This design comes from an exercise in tuning for small area and few clock cycles per item on the open sky130 flow, not from production work.
The RTL was checked by simulation tests, not by an equivalence proof against the original design.

==> flow/design.v (outline; a module is shown in full before it is edited, if it fits) <==
// module prdc_cfg_regs: 25 lines
// module prdc_sub_rca: 14 lines
// module prdc_error_stage: 70 lines
// module prdc_fa: 10 lines
// module prdc_booth_enc: 13 lines
// module prdc_ha: 9 lines
// module prdc_product_stage: 1933 lines
// module prdc_output_stage: 29 lines
// module pid_regulator_deadband_clamp: 99 lines
module pid_regulator_deadband_clamp #(
  parameter int GAIN_FRAC_BITS = 8,
  parameter int SUM_WIDTH      = 32
) (
  input  logic                                clk,
  input  logic                                rst,
  input  logic                                cfg_we,
  input  logic [prdc_pkg::CFG_IDX_W-1:0]      cfg_index,
  input  logic [prdc_pkg::CFG_DATA_W-1:0]     cfg_data,
  input  logic                                in_valid,
  output logic                                in_stall,
  input  logic [2*prdc_pkg::DATA_W-1:0]       in_data,
  output logic                                out_valid,
  input  logic                                out_stall,
  output logic [prdc_pkg::DATA_W:0]           out_data
);
  // ...
==> flow/run.sh <==
#!/bin/bash
# synth_recipe.tcl (not shown) runs the flow's synth.tcl, then flattens the netlist and writes it again
# the make line also repeats each setting of config.mk as NAME=value (left out here)
make -C /OpenROAD-flow-scripts/flow DESIGN_CONFIG=/design/flow/config.mk WORK_HOME=/design/flow/orfs CLKGATE_MAP_FILE= SYNTH_SCRIPT=/design/flow/synth_recipe.tcl finish
==> flow/config.mk <==
export PLATFORM = sky130hd
export DESIGN_NAME = pid_regulator_deadband_clamp
export DESIGN_NICKNAME = pid_regulator_deadband_clamp
export VERILOG_FILES = /design/flow/design.v
export SDC_FILE = /design/flow/constraint.sdc
export NUM_CORES = 4
export LEC_CHECK = 0
export CAP_MARGIN = 20
export CORE_MARGIN = 2
export CORE_UTILIZATION = 65
export SLEW_MARGIN = 20
export SYNTH_HIERARCHICAL = 1
export SYNTH_MINIMUM_KEEP_SIZE = 0
==> flow/constraint.sdc <==
create_clock -name core_clock -period 10.0 [get_ports {clk}]
set_input_delay 2.0000 -clock core_clock [delete_from_list [all_inputs] [get_ports {clk}]]
set_output_delay 2.0000 -clock core_clock [all_outputs]
set_load 0.01 [all_outputs]
==> flow_summary.ini, run 1 <==
[hold_path]
hold_depth = 2
hp-start = in_q_valid
min_path_type = flop to flop

[grt]
grtUsageMet2_pct = 66.7
grt-busiest-layer = met2

[sta]
finalCritPeriodShare_pct = 97.3
skew_ps = 13.6
tns_ps = 0
tightest_slew_ps = 1120
grt_setup_unrepaired = no
fin_hold_ws_ps = 470

[cells_and_area]
dominant-cell-class = multi-input gates
drive_gt1_share_pct = 12.4
seq_cell_count = 185
multi_input_area_share_pct = 73.4
n_all_inverters = 81
largest_reg_flops = 80
clkbuf_count = 17
nFillCells = 3644
diodes = 0

[clock_network]
cts_resized = 0
root_buffer = clkbuf_16
postCtsHoldBufs = 0
cts_tree = built

[synthesis]
synth_xor_area_share_pct = 18.0
synth-edff-count = 182
synth_common_cells = xnor2_1, fa_1, a22oi_1
synthFlopType = edfxtp_1
synthMostInstantiatedCell = xnor2_1

[critical_path]
startpoint_type = flop
crit_fanout = 22
reg2reg_depth = 27
reg2reg_setup_slack_ps = 270
worst_path_largest_cell_delay_ps = 620

[placed_design]
dpl_worst_slack_ps = 70.1
hpwlAfterDp_mm = 88.7
place_inst = 3631

[floorplanning]
dieWidth_um = 230
initial_core_util_pct = 66.1

[detailed_routing]
drt-initial-drc-count = 3425
met1_length_mm = 42.3

[outcome]
status = no timing/DRC/antenna violations
Testbench counts, summed over its fixed seeds: cycles 16,676, items 16,384.
==> run 2: changes to the inputs <==
--- a/flow/config.mk
+++ b/flow/config.mk
@@ -9,4 +9,6 @@
 export CORE_MARGIN = 2
 export CORE_UTILIZATION = 65
+export CTS_BUF_LIST = sky130_fd_sc_hd__clkbuf_8
+export CTS_CLUSTER_SIZE = 7
 export SLEW_MARGIN = 20
 export SYNTH_HIERARCHICAL = 1
==> run 2 against run 1 <==
  * Sequential share of layout area up 0.081 points
  * Sequential cell count unchanged
  * Non-clock buffer count unchanged
  * Design area down 0.53%
  * Via count down 0.59%
  * Area after synthesis unchanged
  * Still clean on timing, DRC and antenna
  * First-iteration DRC count up 3.8%
  * Hold slack better by 3.1 ps
  * Critical path depth unchanged
==> flow_summary.ini, run 2 <==
[synthesis]
synthFlopType = edfxtp_1
yosys.area.top_type = fa_1
synth_cell_types = 86
synth_common_cells = xnor2_1, fa_1, a22oi_1
syn_area_um2 = 33300
ys_seq_area_share_pct = 16.6
synth-edff-count = 182
postSynthAreaPerCell_um2 = 11.0
yosysTopAreaCellShare_pct = 33.5
synthMostInstantiatedCell = xnor2_1
ys_warn_count = 10
postSynth.asyncResetShare_pct = 0
ys_top_cells_by_area = fa_1, edfxtp_1, xnor2_1
ys_ff_latch = 185
netlist_instances = 3033

[placed_design]
gp_congestion = 1.08
port_buffers = 74
hpwlAfterDp_mm = 88.7

[sta]
slew_headroom_pct = 22.0
tightest_slew_ps = 1170
grt_setup_unrepaired = no
skew_ps = 26.4
finalCritPeriodShare_pct = 97.6
slew_viol_final = 0
tns_ps = 0
fmax_mhz = 102
hold_violations = 0
setup_viol = 0
post-route-min-period_ps = 9760

[flow_run]
drv_cap = 0

[clock_network]
cts_tree = built
clock_latency_ps = 500
cts_buffers = 17
cts_buffer_depth = 2
postCtsHoldBufs = 0
post_cts_buffers = 0
cts.sinks = 185
root_buffer = clkbuf_8
cts_resized = 0
clk_pin_slew_ps = 110
htree_levels = 4

[detailed_routing]
drc = 0
topRoutingLayerUsed = met5
wl_met3_mm = 14.4
drt_pass1_iterations = 9
vias = 25500
postRouteAntennaNets = 0
dr_wl_met2_mm = 50.6
wl_mm = 114
drt-initial-drc-count = 3555
wire_per_inst_um = 31.2
met1_length_mm = 42.3
viasPerCell = 6.97

[cells_and_area]
nFillCells = 3680
final_core_util_pct = 71.0
fin_nets = 3704
largestRegisters = u_cfg.cfg (80), u_error.s (32), u_error.d (18)
drive_gt1_share_pct = 12.4
final_common_cell = xnor2_1
multiInputGateArea_um2 = 26400
seq_area_um2 = 5530
largest_reg_flops = 80
regMostFlops = u_cfg.cfg
layout_common_cells = xnor2_1, fa_1, a22oi_1, buf_4, edfxtp_1
area_growth_pct = 7.37

[grt]
grt_pass1_vias = 26600
track_usage_pct = 44.0
grt_max_degree = 78
antenna_found_initial = 3
overflow = 0
grt_pass1_wl_mm = 171

[critical_path]
worstSetupPathType = flop to flop
arrival_ps = 10010
startpoint_type = flop
r2r_start = u_cfg.cfg[57]
crit_fanout = 22
cpMostUsedCell = fa_1
cp-startpoint = u_cfg.cfg[57]
setup.worst_path.end_class = flop
critPathSlowestCell = edfxtp_1
required_ps = 10250
worst_path_largest_cell_delay_ps = 630

[floorplanning]
io_pins = 75
placementRows = 82
coreArea_um2 = 50400
die_h_um = 230
initial_core_util_pct = 66.1
die_area_um2 = 53100
dieWidth_um = 230

[hold_path]
hp-start = in_q_valid
min_path_type = flop to flop

[outcome]
status = no timing/DRC/antenna violations
## run 2: cell types whose count changed in the layout (fill, tap and decap cells not counted)
cell       before  now
clkbuf_8        0   17
clkbuf_16      17    0
diode_2         0    1
## run 2: final cells by class
class | instances | area share, %
multi-input cells | 2421 | 73.8
flip-flops and latches | 185 | 15.5
clock buffers | 17 | 0.654
diodes | 1 | 0.00700
inverters | 81 | 0.850
repair buffers | 272 | 6.28
clock inverters | 15 | 0.570
well taps | 672 | 2.35
## run 2: final timing paths
check | endpoint | slack [ps] | cells after the start
setup reg to reg | res_upper_nz | 240 | 27
hold reg to reg | valid_q | 470 | 2
hold / removal | valid_q | 470 | 2
setup / recovery | res_upper_nz | 240 | 27
## run 2: cells by family (layout without fill, tap and decap cells)
group / after synthesis / count (layout) / share of synthesized area (%)
multiplexers: 35 / 35 / 1.19
flip-flops: 185 / 185 / 16.6
other: 2 / 11 / 0.0225
adder cells (fa/ha/maj): 670 / 670 / 37.7
AO/OA/AOI/OAI: 714 / 714 / 16.1
AND/OR/NAND/NOR: 308 / 308 / 5.08
buffers and inverters: 435 / 385 / 5.28
XOR/XNOR: 684 / 684 / 18.0
## run 2: per-stage QoR
step                setup WS [ps]  hold slack [ps]  area, um^2  cells
global route                 77.5              509       35800   3663
CTS                           498              475       35800   3663
floorplan                     124              428       33300   3041
global placement              184              443       35300   3631
finish                        241              473       35800   3664
detailed placement           70.1              458       35300   3631
## run 2: worst max-delay path, delay by kind of cell, from the launching register on
kind                     cells  cell delay, ps
XOR/XNOR                     1             190
adder cells (fa/ha/maj)      9            4060
buffers and inverters        2             530
flip-flops                   1             630
AO/OA/AOI/OAI                8            2110
AND/OR/NAND/NOR              7            2000
## run 2: routing by layer
layer | vias to the layer above | GRT usage [%]
met4 | 2 | 23.1
met2 | 1855 | 66.4
li1 | 10300 | -
met3 | 407 | 12.8
met5 | - | 0
met1 | 13000 | 58.0
## run 2: Yosys stat by module, one instance, submodules excluded, a selection
module	copies in the design	cells	flip-flops and latches	area [um^2]
pid_regulator_deadband_clamp	1	52	21	803
prdc_product_stage	1	1670	0	11700
prdc_error_stage	1	275	84	3880
prdc_output_stage	1	126	0	1030
prdc_cfg_regs	1	124	80	2710
prdc_booth_enc	24	5	0	40.0
prdc_ha	67	1	0	12.5
prdc_fa	558	1	0	20.0
==> run 3: changes to the inputs <==
--- a/flow/config.mk
+++ b/flow/config.mk
@@ -6,4 +6,5 @@
 export NUM_CORES = 4
 export LEC_CHECK = 0
+export ABC_AREA = 1
 export CAP_MARGIN = 20
 export CORE_MARGIN = 2
==> run 3 against run 2 <==
  * Still clean on timing, DRC and antenna
  * First-iteration DRC count increased by 12%
  * Hold slack better by 22 ps
  * Critical path depth rose by 6
  * Synthesized cell count up 11%
  * Non-clock buffer count decreased by 100
  * Wire length up 0.56%
  * Area after synthesis is 0.59% lower
  * Maximum frequency increased by 3.6%
  * Clock skew fell by 12 ps
  * Global-route usage rose by 0.25 points
  * Via count increased by 6.7%
  * Critical endpoint unchanged
==> flow_summary.ini, run 3 <==
[synthesis]
yosysTopAreaCellShare_pct = 33.7
ys_ff_latch = 185
synthFlopType = edfxtp_1
netlist_instances = 3365
synth_cell_types = 51
postSynth.asyncResetShare_pct = 0
syn_area_um2 = 33100
ys_seq_area_share_pct = 16.7
ys_top_cells_by_area = fa_1, xor2_1, edfxtp_1
synthMostInstantiatedCell = xor2_1
yosys.area.top_type = fa_1
synth-edff-count = 182
synth_common_cells = xor2_1, fa_1, o22ai_1
ys_warn_count = 10
postSynthAreaPerCell_um2 = 9.84

[detailed_routing]
drc = 0
drt_pass1_iterations = 6
wl_mm = 115
postRouteAntennaNets = 0
vias = 27200
drt-initial-drc-count = 3975
wire_per_inst_um = 28.7
viasPerCell = 6.81

[cells_and_area]
regMostFlops = u_cfg.cfg
layout_common_cells = xor2_1, fa_1, o22ai_1, inv_1, nand2_1
final_common_cell = xor2_1
drive_gt1_share_pct = 6.43
area_growth_pct = 5.71
fin_nets = 4042
nFillCells = 3881
largestRegisters = u_cfg.cfg (80), u_error.s (32), u_error.d (18)
largest_reg_flops = 80

[grt]
antenna_found_initial = 3
grt_pass1_vias = 27900
grt_max_degree = 50
track_usage_pct = 44.3
grt_pass1_wl_mm = 172
overflow = 0

[clock_network]
cts_buffers = 17
cts_buffer_depth = 2
cts_tree = built
clk_pin_slew_ps = 110
cts.sinks = 185
clock_latency_ps = 500
postCtsHoldBufs = 0
root_buffer = clkbuf_8
htree_levels = 4
cts_resized = 0
post_cts_buffers = 0

[sta]
tightest_slew_ps = 1090
hold_violations = 0
post-route-min-period_ps = 9420
finalWorstSetupSlack_ps = 578
setup_viol = 0
finalCritPeriodShare_pct = 94.2
skew_ps = 14.4
grt_setup_unrepaired = no
slew_headroom_pct = 27.3
slew_viol_final = 0
tns_ps = 0
fmax_mhz = 106

[floorplanning]
die_area_um2 = 52800
dieWidth_um = 230
coreArea_um2 = 50200
die_h_um = 230
io_pins = 75
initial_core_util_pct = 66.0
placementRows = 82

[critical_path]
worstSetupPathType = flop to flop
setup.worst_path.end_class = flop
startpoint_type = flop
cpMostUsedCell = nand2_1
crit_fanout = 19
required_ps = 10360
worst_path_largest_cell_delay_ps = 1010
critPathSlowestCell = edfxtp_1
arrival_ps = 9790

[hold_path]
min_path_type = flop to flop

[placed_design]
gp_congestion = 1.08
port_buffers = 74
hpwlAfterDp_mm = 86.1
dpl_worst_slack_ps = 249

[outcome]
status = no timing/DRC/antenna violations

[flow_run]
drv_cap = 0
==> run 3: changes by cell type in the layout (fill, tap and decap cells not counted), sizes merged, moves of 101 or more <==
cell,previous run,this run
a22oi,513,0
buf,199,98
inv,86,384
nand2,96,348
o22ai,30,516
xnor2,581,50
xor2,103,633
==> run 3: worst max-delay path: cells and delay by family, from the launching register on <==
kind	cells	cell delay (ps)
AO/OA/AOI/OAI	2	970
buffers and inverters	3	750
adder cells (fa/ha/maj)	9	4040
flip-flops	1	1010
AND/OR/NAND/NOR	16	1530
XOR/XNOR	3	990
==> run 3: kinds of logic (layout without fill, tap and decap cells) <==
kind of cell,Yosys count,after routing,synth area share [%]
DFF,185,185,16.7
AOI/OAI and AO/OA,611,611,11.5
xor gates and xnor gates,683,683,18.1
other,2,12,0.0227
and+or+nand+nor,568,568,7.66
adders and majority gates,670,670,38.0
buffers and inverters,646,602,8.07
==> run 3: area by class of cell <==
class	count	area, um^2	area share [%]
Multi-Input combinational cell	2542	25200	72.1
Sequential cell	185	5530	15.8
Timing Repair Buffer	172	1500	4.29
Inverter	398	1500	4.28
Tap cell	672	841	2.40
Clock buffer	17	234	0.669
Clock inverter	15	159	0.454
Antenna cell	2	5.00	0.0143
==> run 3: per-stage QoR <==
step / hold slack, ps / util [%] / instance area (um^2) / cells
6_report: 496 / 69.8 / 35000 / 4003
2_1_floorplan: 448 / - / 33100 / 3373
5_1_grt: 525 / 69.7 / 35000 / 4001
3_5_place_dp: 481 / 68.9 / 34600 / 3969
4_1_cts: 496 / 69.7 / 35000 / 4001
3_3_place_gp: 466 / 68.9 / 34600 / 3969
==> run 3: layer usage <==
metal,up-vias,GRT usage (%),wire length [um]
li1,11000,-,-
met1,13400,57.5,41400
met2,2303,65.1,49500
met3,573,15.4,16100
met4,6,24.9,7940
met5,-,0.827,77
==> run 3: per-module statistics from Yosys, one instance, submodules excluded, excerpt <==
module	copies in the design	flip-flops and latches	cells inside
pid_regulator_deadband_clamp	1	21	74
prdc_output_stage	1	0	181
prdc_cfg_regs	1	80	155
prdc_booth_enc	24	0	8
prdc_fa	558	0	1
prdc_product_stage	1	0	1728
==> run 3: worst paths after layout <==
path | to | depth (start not counted) | slack [ps] | start
min reg2reg | valid_q | 2 | 500 | in_q_valid
max reg2reg | res_upper_nz | 33 | 580 | u_cfg.cfg[31]
max | res_upper_nz | 33 | 580 | u_cfg.cfg[31]
min | valid_q | 2 | 500 | in_q_valid
==> run 4: changes to the inputs <==
--- a/flow/config.mk
+++ b/flow/config.mk
@@ -6,8 +6,7 @@
 export NUM_CORES = 4
 export LEC_CHECK = 0
-export ABC_AREA = 1
 export CAP_MARGIN = 20
 export CORE_MARGIN = 2
-export CORE_UTILIZATION = 65
+export CORE_UTILIZATION = 55
 export CTS_BUF_LIST = sky130_fd_sc_hd__clkbuf_8
 export CTS_CLUSTER_SIZE = 7
==> run 4 against run 3 <==
  * Non-clock buffer count is 115 higher
  * Wire length grew 2.1%
  * Global-route usage is 6.1 points lower
  * Worst setup slack got worse by 170 ps
  * Via count decreased by 7.8%
  * Synthesized cell count down 9.9%
  * Register-to-register slack worse by 170 ps
  * Still clean
==> flow_summary.ini, run 4 <==
[outcome]
status = no timing/DRC/antenna violations

[synthesis]
ys_top_cells_by_area = fa_1, edfxtp_1, xnor2_1
ys_warn_count = 10
syn_area_um2 = 33300
ys_ff_latch = 185
netlist_instances = 3033
yosys.area.top_type = fa_1
synthFlopType = edfxtp_1
synth_common_cells = xnor2_1, fa_1, a22oi_1
yosysTopAreaCellShare_pct = 33.5
ys_seq_area_share_pct = 16.6
postSynthAreaPerCell_um2 = 11.0
synth_cell_types = 86
synthMostInstantiatedCell = xnor2_1
postSynth.asyncResetShare_pct = 0
synth-edff-count = 182

[critical_path]
cpMostUsedCell = fa_1
required_ps = 10250
r2r_start = u_cfg.cfg[59]
critPathSlowestCell = edfxtp_1
cp-startpoint = u_cfg.cfg[59]
arrival_ps = 9840
crit_fanout = 19
setup.worst_path.end_class = flop
startpoint_type = flop
worst_path_largest_cell_delay_ps = 640
worstSetupPathType = flop to flop

[clock_network]
cts.sinks = 185
root_buffer = clkbuf_8
cts_buffer_depth = 2
cts_resized = 0
clk_pin_slew_ps = 120
clock_latency_ps = 500
cts_buffers = 17
post_cts_buffers = 0
postCtsHoldBufs = 0
cts_tree = built
htree_levels = 4

[floorplanning]
coreArea_um2 = 60100
die_area_um2 = 62500
die_h_um = 250
dieWidth_um = 250
placementRows = 90
io_pins = 75
initial_core_util_pct = 55.4

[sta]
finalCritPeriodShare_pct = 95.9
tns_ps = 0
fmax_mhz = 104
fin_hold_ws_ps = 470
slew_viol_final = 0
setup_viol = 0
skew_ps = 22.1
grt_setup_unrepaired = no
hold_violations = 0
tightest_slew_ps = 1150
slew_headroom_pct = 23.4
post-route-min-period_ps = 9590

[cells_and_area]
regMostFlops = u_cfg.cfg
layout_common_cells = xnor2_1, fa_1, a22oi_1, buf_4, edfxtp_1
nFillCells = 5024
largestRegisters = u_cfg.cfg (80), u_error.s (32), u_error.d (18)
area_growth_pct = 8.19
largest_reg_flops = 80
final_common_cell = xnor2_1
fin_nets = 3719
seq_area_um2 = 5530
drive_gt1_share_pct = 12.8
multiInputGateArea_um2 = 26400

[detailed_routing]
wire_per_inst_um = 31.0
viasPerCell = 6.63
drt-initial-drc-count = 2901
drt_pass1_iterations = 6
vias = 25100
drc = 0
wl_mm = 117
postRouteAntennaNets = 0

[grt]
grt_pass1_vias = 26400
overflow = 0
grt_pass1_wl_mm = 174
track_usage_pct = 38.2
grt_max_degree = 78
antenna_found_initial = 3

[placed_design]
port_buffers = 74
gp_congestion = 1.07
hpwlAfterDp_mm = 93.0

[flow_run]
drv_cap = 0

[hold_path]
hp-start = in_q_valid
min_path_type = flop to flop
[run 4: changes by cell type after synthesis, sizes merged, moves of 27 or more]
cell    previous run  this run
nand3             94         8
a21oi             32        59
nand2b             0        34
o22ai            516        30
xnor2             50       581
clkbuf           155       282
nor2              94        40
a22oi              0       513
nand2            348        96
nor2b              0        33
xor2             633       103
inv              379        81
[run 4: cells by family (layout without fill, tap and decap cells)]
family | count (synthesis) | in the layout | synth area share, %
compound gates | 714 | 714 | 16.1
xor+xnor | 684 | 684 | 18.0
fa+ha+maj | 670 | 670 | 37.7
buf+inv | 435 | 400 | 5.28
simple gates | 308 | 308 | 5.08
flops | 185 | 185 | 16.6
mux | 35 | 35 | 1.19
other cells | 2 | 12 | 0.0225
[run 4: worst paths after layout]
check | end | slack (ps) | cells past startpoint
hold / removal | valid_q | 470 | 2
hold reg to reg | valid_q | 470 | 2
setup reg to reg | res_upper_nz | 410 | 28
setup / recovery | res_upper_nz | 410 | 28
[run 4: final cells by class]
cell class | count | share of cell area, %
Multi-Input combinational cell | 2421 | 73.3
Sequential cell | 185 | 15.3
Timing Repair Buffer | 287 | 6.65
Tap cell | 782 | 2.72
Inverter | 81 | 0.844
Clock buffer | 17 | 0.649
Clock inverter | 15 | 0.521
Antenna cell | 2 | 0.0139
[run 4: per-stage QoR]
stage	instance area [um^2]	util, %	worst slack (ps)	std cells
finish	36000	59.9	410	3790
global placement	35600	59.2	144	3755
floorplan	33300	-	124	3041
global route	36000	59.9	137	3788
detailed placement	35600	59.2	17.8	3755
CTS	36000	59.9	575	3787
[run 4: critical path: cells and delay by family, from the launching register on]
family,cells,cell delay [ps]
flops,1,640
xor+xnor,1,210
simple gates,6,1650
buf+inv,2,510
compound gates,10,2430
fa+ha+maj,9,3890
[run 4: metal layers]
layer  routed length, um  up-vias  track usage (%)
met2               53700     1486             59.9
met5                  11        -                0
li1                    -    10300                -
met1               45500    13000             50.5
met4                7230        2             19.4
met3               11000      321             7.76
[run 4: modules after synthesis (local to each module, per instance), excerpt]
| module | cells inside | area (um^2) | flops+latches |
|---|---|---|---|
| prdc_output_stage | 126 | 1030 | 0 |
| prdc_error_stage | 275 | 3880 | 84 |
| prdc_cfg_regs | 124 | 2710 | 80 |
| pid_regulator_deadband_clamp | 52 | 803 | 21 |
| prdc_ha | 1 | 12.5 | 0 |
| prdc_fa | 1 | 20.0 | 0 |
| prdc_product_stage | 1670 | 11700 | 0 |
| prdc_booth_enc | 5 | 40.0 | 0 |
==> run 5: changes to the inputs <==
--- a/flow/config.mk
+++ b/flow/config.mk
@@ -8,5 +8,5 @@
 export CAP_MARGIN = 20
 export CORE_MARGIN = 2
-export CORE_UTILIZATION = 55
+export CORE_UTILIZATION = 75
 export CTS_BUF_LIST = sky130_fd_sc_hd__clkbuf_8
 export CTS_CLUSTER_SIZE = 7
==> run 5 against run 4 <==
  * Die area shrank 26%
  * Sequential cell count unchanged
  * Largest cell class unchanged
  * Still clean on timing, DRC and antenna
  * Core utilization is 21 points higher
  * Critical path type unchanged
==> flow_summary.ini, run 5 <==
[floorplanning]
io_pins = 75
placementRows = 77
die_h_um = 215
die_area_um2 = 46100
coreArea_um2 = 44000
dieWidth_um = 215
initial_core_util_pct = 75.6

[synthesis]
yosysTopAreaCellShare_pct = 33.5
ys_ff_latch = 185
postSynth.asyncResetShare_pct = 0
syn_area_um2 = 33300
synth-edff-count = 182
ys_seq_area_share_pct = 16.6
synth_common_cells = xnor2_1, fa_1, a22oi_1
yosys.area.top_type = fa_1
synthMostInstantiatedCell = xnor2_1
ys_warn_count = 10
synthFlopType = edfxtp_1
netlist_instances = 3033
ys_top_cells_by_area = fa_1, edfxtp_1, xnor2_1
postSynthAreaPerCell_um2 = 11.0
synth_cell_types = 86

[sta]
tightest_slew_ps = 1330
fin_hold_ws_ps = 496
post-route-min-period_ps = 9890
slew_headroom_pct = 10.7
finalWorstSetupSlack_ps = 110
setup_viol = 0
hold_violations = 0
finalCritPeriodShare_pct = 98.9
fmax_mhz = 101
skew_ps = 15.2
slew_viol_final = 0

[cells_and_area]
regMostFlops = u_cfg.cfg
fin_nets = 3688
largestRegisters = u_cfg.cfg (80), u_error.s (32), u_error.d (18)
layout_common_cells = xnor2_1, fa_1, a22oi_1, edfxtp_1, buf_4
largest_reg_flops = 80
drive_gt1_share_pct = 11.9
final_common_cell = xnor2_1
final_core_util_pct = 80.7
area_growth_pct = 6.65

[critical_path]
required_ps = 10270
setup.worst_path.end_class = flop
reg2reg_setup_slack_ps = 110
crit_fanout = 11
reg2reg_depth = 27
startpoint_type = flop
arrival_ps = 10160
worstSetupPathType = flop to flop
r2r-end = res_upper_nz
r2r_start = u_cfg.cfg[69]

[detailed_routing]
drt-initial-drc-count = 3710
viasPerCell = 7.39
drt_pass1_iterations = 7
postRouteAntennaNets = 0
wire_per_inst_um = 32.0
vias = 26400
drc = 0
wl_mm = 114

[clock_network]
clock_latency_ps = 510
clk_pin_slew_ps = 110
cts_buffers = 17
htree_levels = 4
cts_buffer_depth = 2
cts_tree = built
cts.sinks = 185
root_buffer = clkbuf_8

[outcome]
status = no timing/DRC/antenna violations

[flow_run]
drv_cap = 0

[hold_path]
hold_depth = 2
hold_end = valid_q
min_path_type = flop to flop
hp-start = in_q_valid

[grt]
grt_max_degree = 78
track_usage_pct = 50.4
grt_pass1_vias = 27700
grt_pass1_wl_mm = 171
overflow = 0
antenna_found_initial = 4

[placed_design]
hpwlAfterDp_mm = 87.5
dpl_worst_slack_ps = -53.5
gp_congestion = 1.06
port_buffers = 74
## run 5: cell counts after synthesis
Identical to the previous run, type by type.
## run 5: worst max-delay path by stage
stage / from / endpoint / slack [ps] / cells past startpoint
2_1_floorplan: in_data[31] / u_error.err_q[10] / 120 / 22
3_3_place_gp: in_data[31] / u_error.err_q[1] / 250 / 21
3_5_place_dp: in_data[31] / u_error.err_q[10] / -50 / 21
4_1_cts: u_cfg.cfg[49] / res_upper_nz / 370 / 27
5_1_grt: u_cfg.cfg[53] / res_upper_nz / -2 / 28
6_report: u_cfg.cfg[69] / res_upper_nz / 110 / 27
## run 5: area by class of cell
class                   count  area (um^2)
clock buffers              17          234
flip-flops and latches    185         5530
multi-input cells        2421        26400
diodes                      3         7.51
repair buffers            256         2110
clock inverters            15          183
well taps                 592          741
fillers                  2650         8510
inverters                  81          304
## run 5: metal layers
| metal | routed length [um] | vias up | part of all wire, % | track usage [%] |
|---|---|---|---|---|
| met5 | 164 | - | 0.14 | 2.29 |
| met4 | 8440 | 4 | 7.4 | 31.0 |
| met3 | 18100 | 598 | 16 | 20.7 |
| met2 | 49300 | 2437 | 43 | 73.8 |
| met1 | 38100 | 13100 | 33 | 62.6 |
| li1 | - | 10300 | - | - |
## run 5: worst max-delay path, stage by stage (launching register included)
cell and delay, ps:
edfxtp_1 550, nand2b_1 130, o22ai_2 660, a22oi_1 270
xnor2_1 250, fa_1 480, fa_1 460, fa_1 620
fa_1 450, fa_1 400, fa_1 540, fa_1 470
ha_1 370, o21ai_0 230, nor2_1 110, a2111oi_4 610
a211oi_1 190, nor2_2 480, inv_2 90, a21o_4 230
a21o_1 170, a21o_1 180, ha_1 310, nand4_1 130
or4_1 470, nor4_1 260, a31oi_1 220, and2_2 330
## run 5: timing repair
action	CTS	global route
gates resized for setup	0	1
setup endpoints to repair	0	1
setup buffers	0	3
hold buffers	0	0
## run 5: kinds of logic after synthesis
logic type,synth area share [%]
adders and majority gates,37.7
xor gates and xnor gates,18.0
and+or+nand+nor,5.08
DFF,16.6
muxes,1.19
other,0.0225
AOI/OAI and AO/OA,16.1
buffers and inverters,5.28
## run 5: stage by stage
| stage | setup TNS (ps) | instances | cell area, um^2 |
|---|---|---|---|
| 6_report | 0 | 3570 | 35500 |
| 5_1_grt | -2.12 | 3567 | 35500 |
| 4_1_cts | 0 | 3564 | 35500 |
| 3_5_place_dp | -661 | 3532 | 35100 |
| 3_3_place_gp | 0 | 3532 | 35100 |
| 2_1_floorplan | 0 | 3041 | 33300 |
## run 5: Yosys stat by module (local to each module, per instance), excerpt
module / times used / flip-flops and latches / cell area [um^2]
prdc_product_stage: 1 / 0 / 11700
prdc_error_stage: 1 / 84 / 3880
prdc_cfg_regs: 1 / 80 / 2710
prdc_output_stage: 1 / 0 / 1030
pid_regulator_deadband_clamp: 1 / 21 / 803
prdc_booth_enc: 24 / 0 / 40.0
prdc_fa: 558 / 0 / 20.0
prdc_ha: 67 / 0 / 12.5
==> run 6: changes to the inputs <==
--- a/flow/config.mk
+++ b/flow/config.mk
@@ -6,4 +6,5 @@
 export NUM_CORES = 4
 export LEC_CHECK = 0
+export ABC_AREA = 1
 export CAP_MARGIN = 20
 export CORE_MARGIN = 2
==> run 6 against run 5 <==
  * Synthesized cell count grew 11%
  * Design area shrank 2.1%
  * Non-clock buffer count shrank 96
  * Sequential cell count is the same
  * Global-route usage grew 1.8 points
  * Final cell count grew 9.4%
  * Register-to-register slack gained 760 ps
  * Clock skew grew 2.0 ps
  * Clock-buffer cell count is the same
  * Area after synthesis shrank 0.59%
  * Worst setup slack gained 540 ps
  * Critical endpoint is now u_error.err_q[16]
  * Largest cell class unchanged
  * Highest routed layer unchanged
==> flow_summary.ini, run 6 <==
[grt]
grt_pass1_vias = 29500
grt-busiest-layer = met2
track_usage_pct = 52.2
grt_pass1_wl_mm = 177
met3_usage_pct = 24.6
antenna_found_initial = 4
grt_max_degree = 50
grtUsageMet2_pct = 73.1
met1_usage_pct = 64.5
overflow = 0

[cells_and_area]
seq_area_um2 = 5530
finalNonFillerCells = 3906
regMostFlops = u_cfg.cfg
final_common_cell = xor2_1
fin_nets = 4030
area_growth_pct = 5.03
multiInputGateArea_um2 = 25200
final_area_um2 = 34800
drive_gt1_share_pct = 6.06
nFillCells = 2766
largest_reg_flops = 80
layout_common_cells = xor2_1, fa_1, o22ai_1, inv_1, nand2_1
largestRegisters = u_cfg.cfg (80), u_error.s (32), u_error.d (18)
final_core_util_pct = 80.2

[hold_path]
min_path_type = flop to flop

[detailed_routing]
drc = 0
drt-initial-drc-count = 4893
drt_pass1_iterations = 14
vias = 28400
wl_mm = 118
postRouteAntennaNets = 0
viasPerCell = 7.28
wire_per_inst_um = 30.3

[placed_design]
hpwlAfterDp_mm = 86.9
gp_congestion = 1.09
port_buffers = 74
dpl_cell_area_um2 = 34400
place_inst = 3870

[synthesis]
synth_common_cells = xor2_1, fa_1, o22ai_1
postSynthAreaPerCell_um2 = 9.84
yosys.area.top_type = fa_1
synthMostInstantiatedCell = xor2_1
ys_warn_count = 10
synth-edff-count = 182
yosysTopAreaCellShare_pct = 33.7
ys_seq_area_share_pct = 16.7
ys_ff_latch = 185
postSynth.asyncResetShare_pct = 0
ys_top_cells_by_area = fa_1, xor2_1, edfxtp_1
synthFlopType = edfxtp_1
synth_cell_types = 51
syn_area_um2 = 33100
netlist_instances = 3365

[critical_path]
arrival_ps = 9630
required_ps = 10270
worstSetupPathType = primary input to flop
crit_fanout = 16
reg2reg_setup_slack_ps = 870
setup.worst_path.end_class = flop
startpoint_type = primary input

[floorplanning]
io_pins = 75
coreArea_um2 = 43400
die_area_um2 = 45800
dieWidth_um = 214
die_h_um = 214
initial_core_util_pct = 76.4
placementRows = 76

[outcome]
status = no timing/DRC/antenna violations

[clock_network]
cts.sinks = 185
cts_buffer_depth = 2
postCtsHoldBufs = 0
clock_latency_ps = 500
htree_levels = 4
cts_tree = built
cts_buffers = 17
clk_pin_slew_ps = 110
post_cts_buffers = 0
cts_resized = 0
root_buffer = clkbuf_8

[sta]
skew_ps = 17.1
fmax_mhz = 107
fin_hold_ws_ps = 503
tns_ps = 0
tightest_slew_ps = 1280
post-route-min-period_ps = 9350
hold_violations = 0
grt_setup_unrepaired = no
setup_viol = 0
finalCritPeriodShare_pct = 93.5
slew_viol_final = 0
slew_headroom_pct = 14.8

[flow_run]
drv_cap = 0
-- run 6: cell types whose count changed after synthesis, moves of 25 or more --
| cell | before | now |
|---|---|---|
| xnor2_1 | 581 | 50 |
| buf_1 | 44 | 4 |
| nand2b_1 | 33 | 0 |
| clkbuf_1 | 282 | 155 |
| buf_2 | 4 | 59 |
| nand2_1 | 96 | 325 |
| nand3_1 | 8 | 92 |
| inv_1 | 79 | 375 |
| nor2b_1 | 33 | 0 |
| a22oi_1 | 513 | 0 |
| o22ai_1 | 5 | 516 |
| nor2_1 | 39 | 90 |
| o22ai_2 | 25 | 0 |
| xor2_1 | 103 | 633 |
-- run 6: metrics by stage --
stage               setup WS, ps
finish                       647
global route                 297
CTS                          681
detailed placement           157
global placement             292
floorplan                    283
-- run 6: area by class of cell --
class	count	share of cell area, %
clock buffers	17	0.673
clock inverters	15	0.464
well taps	585	2.10
diodes	4	0.0288
multi-input cells	2542	72.5
inverters	398	4.30
repair buffers	160	3.99
flip-flops and latches	185	15.9
-- run 6: layer usage --
layer	share of wire (%)	wire, um
met5	0.11	128
met1	32	38100
met2	41	48700
met3	18	20800
met4	9.0	10700
-- run 6: critical path, cell delays in order --
cell and delay, ps:
clkdlybuf4s50_1 550, buf_4 230, inv_1 80, fa_1 380
fa_1 390, fa_1 390, fa_1 410, fa_1 400
fa_1 400, fa_1 400, fa_1 390, fa_1 400
fa_1 410, fa_1 390, fa_1 390, fa_1 400
fa_1 390, fa_1 440, nor3_1 150, nand4_1 120
nand2_1 100, inv_1 210, nand2_1 140, nand2_1 70
-- run 6: worst paths after layout --
| path | cells past startpoint | from | end |
|---|---|---|---|
| worst max-delay path | 24 | in_data[31] | u_error.err_q[16] |
| worst min-delay path | 2 | in_q_valid | valid_q |
| worst max register to register | 27 | u_cfg.cfg[31] | res_upper_nz |
| worst min register to register | 2 | in_q_valid | valid_q |
-- run 6: cells by family after synthesis --
| family | share of synthesized area [%] |
|---|---|
| AOI/OAI and AO/OA | 11.5 |
| DFF | 16.7 |
| xor gates and xnor gates | 18.1 |
| and+or+nand+nor | 7.66 |
| buffers and inverters | 8.07 |
| other | 0.0227 |
| adders and majority gates | 38.0 |
-- run 6: per-module statistics from Yosys, one instance, submodules excluded, excerpt --
module                        cells inside  area (um^2)  flip-flops and latches  copies in the design
prdc_booth_enc                           8         42.5                       0                    24
prdc_error_stage                       369         3970                      84                     1
prdc_fa                                  1         20.0                       0                   558
prdc_output_stage                      181         1060                       0                     1
prdc_ha                                  1         12.5                       0                    67
prdc_product_stage                    1728        11300                       0                     1
pid_regulator_deadband_clamp            74          836                      21                     1
prdc_cfg_regs                          155         2720                      80                     1

==> what the ideal ports hide <==
The results above use ideal ports. As a check the final layouts listed here were re-extracted and re-timed, cells and wires unchanged.
Step 1, drivers: a clkbuf_16 drives clk and a buf_2 each remaining input, both assumed.
Step 2, shift: input delay + t, output delay - t, t = (earliest + latest rising clock arrival at the registers) / 2. This alone moves slack from input paths to output paths.
a / b / c = ideal / step 1 / step 2; a / b = the first two.
run	t, ns	setup slack, ns	worst setup path at the end
run 1	0.502	0.270 / 0.270 / 0.095	input to register
run 2	0.540	0.241 / 0.241 / 0.113	input to register
run 3	0.540	0.578 / 0.578 / 0.212	input to register
run 4	0.540	0.410 / 0.410 / 0.059	input to register
run 5	0.543	0.110 / 0.110 / -0.068	input to register
run 6	0.557	0.647 / 0.687 / 0.130	input to register
With both steps, setup timing fails in run 5, where it was met with ideal ports. The setup slack of run 6, which loses most, moves by +0.040 ns with the drivers and by -0.517 ns with both steps.
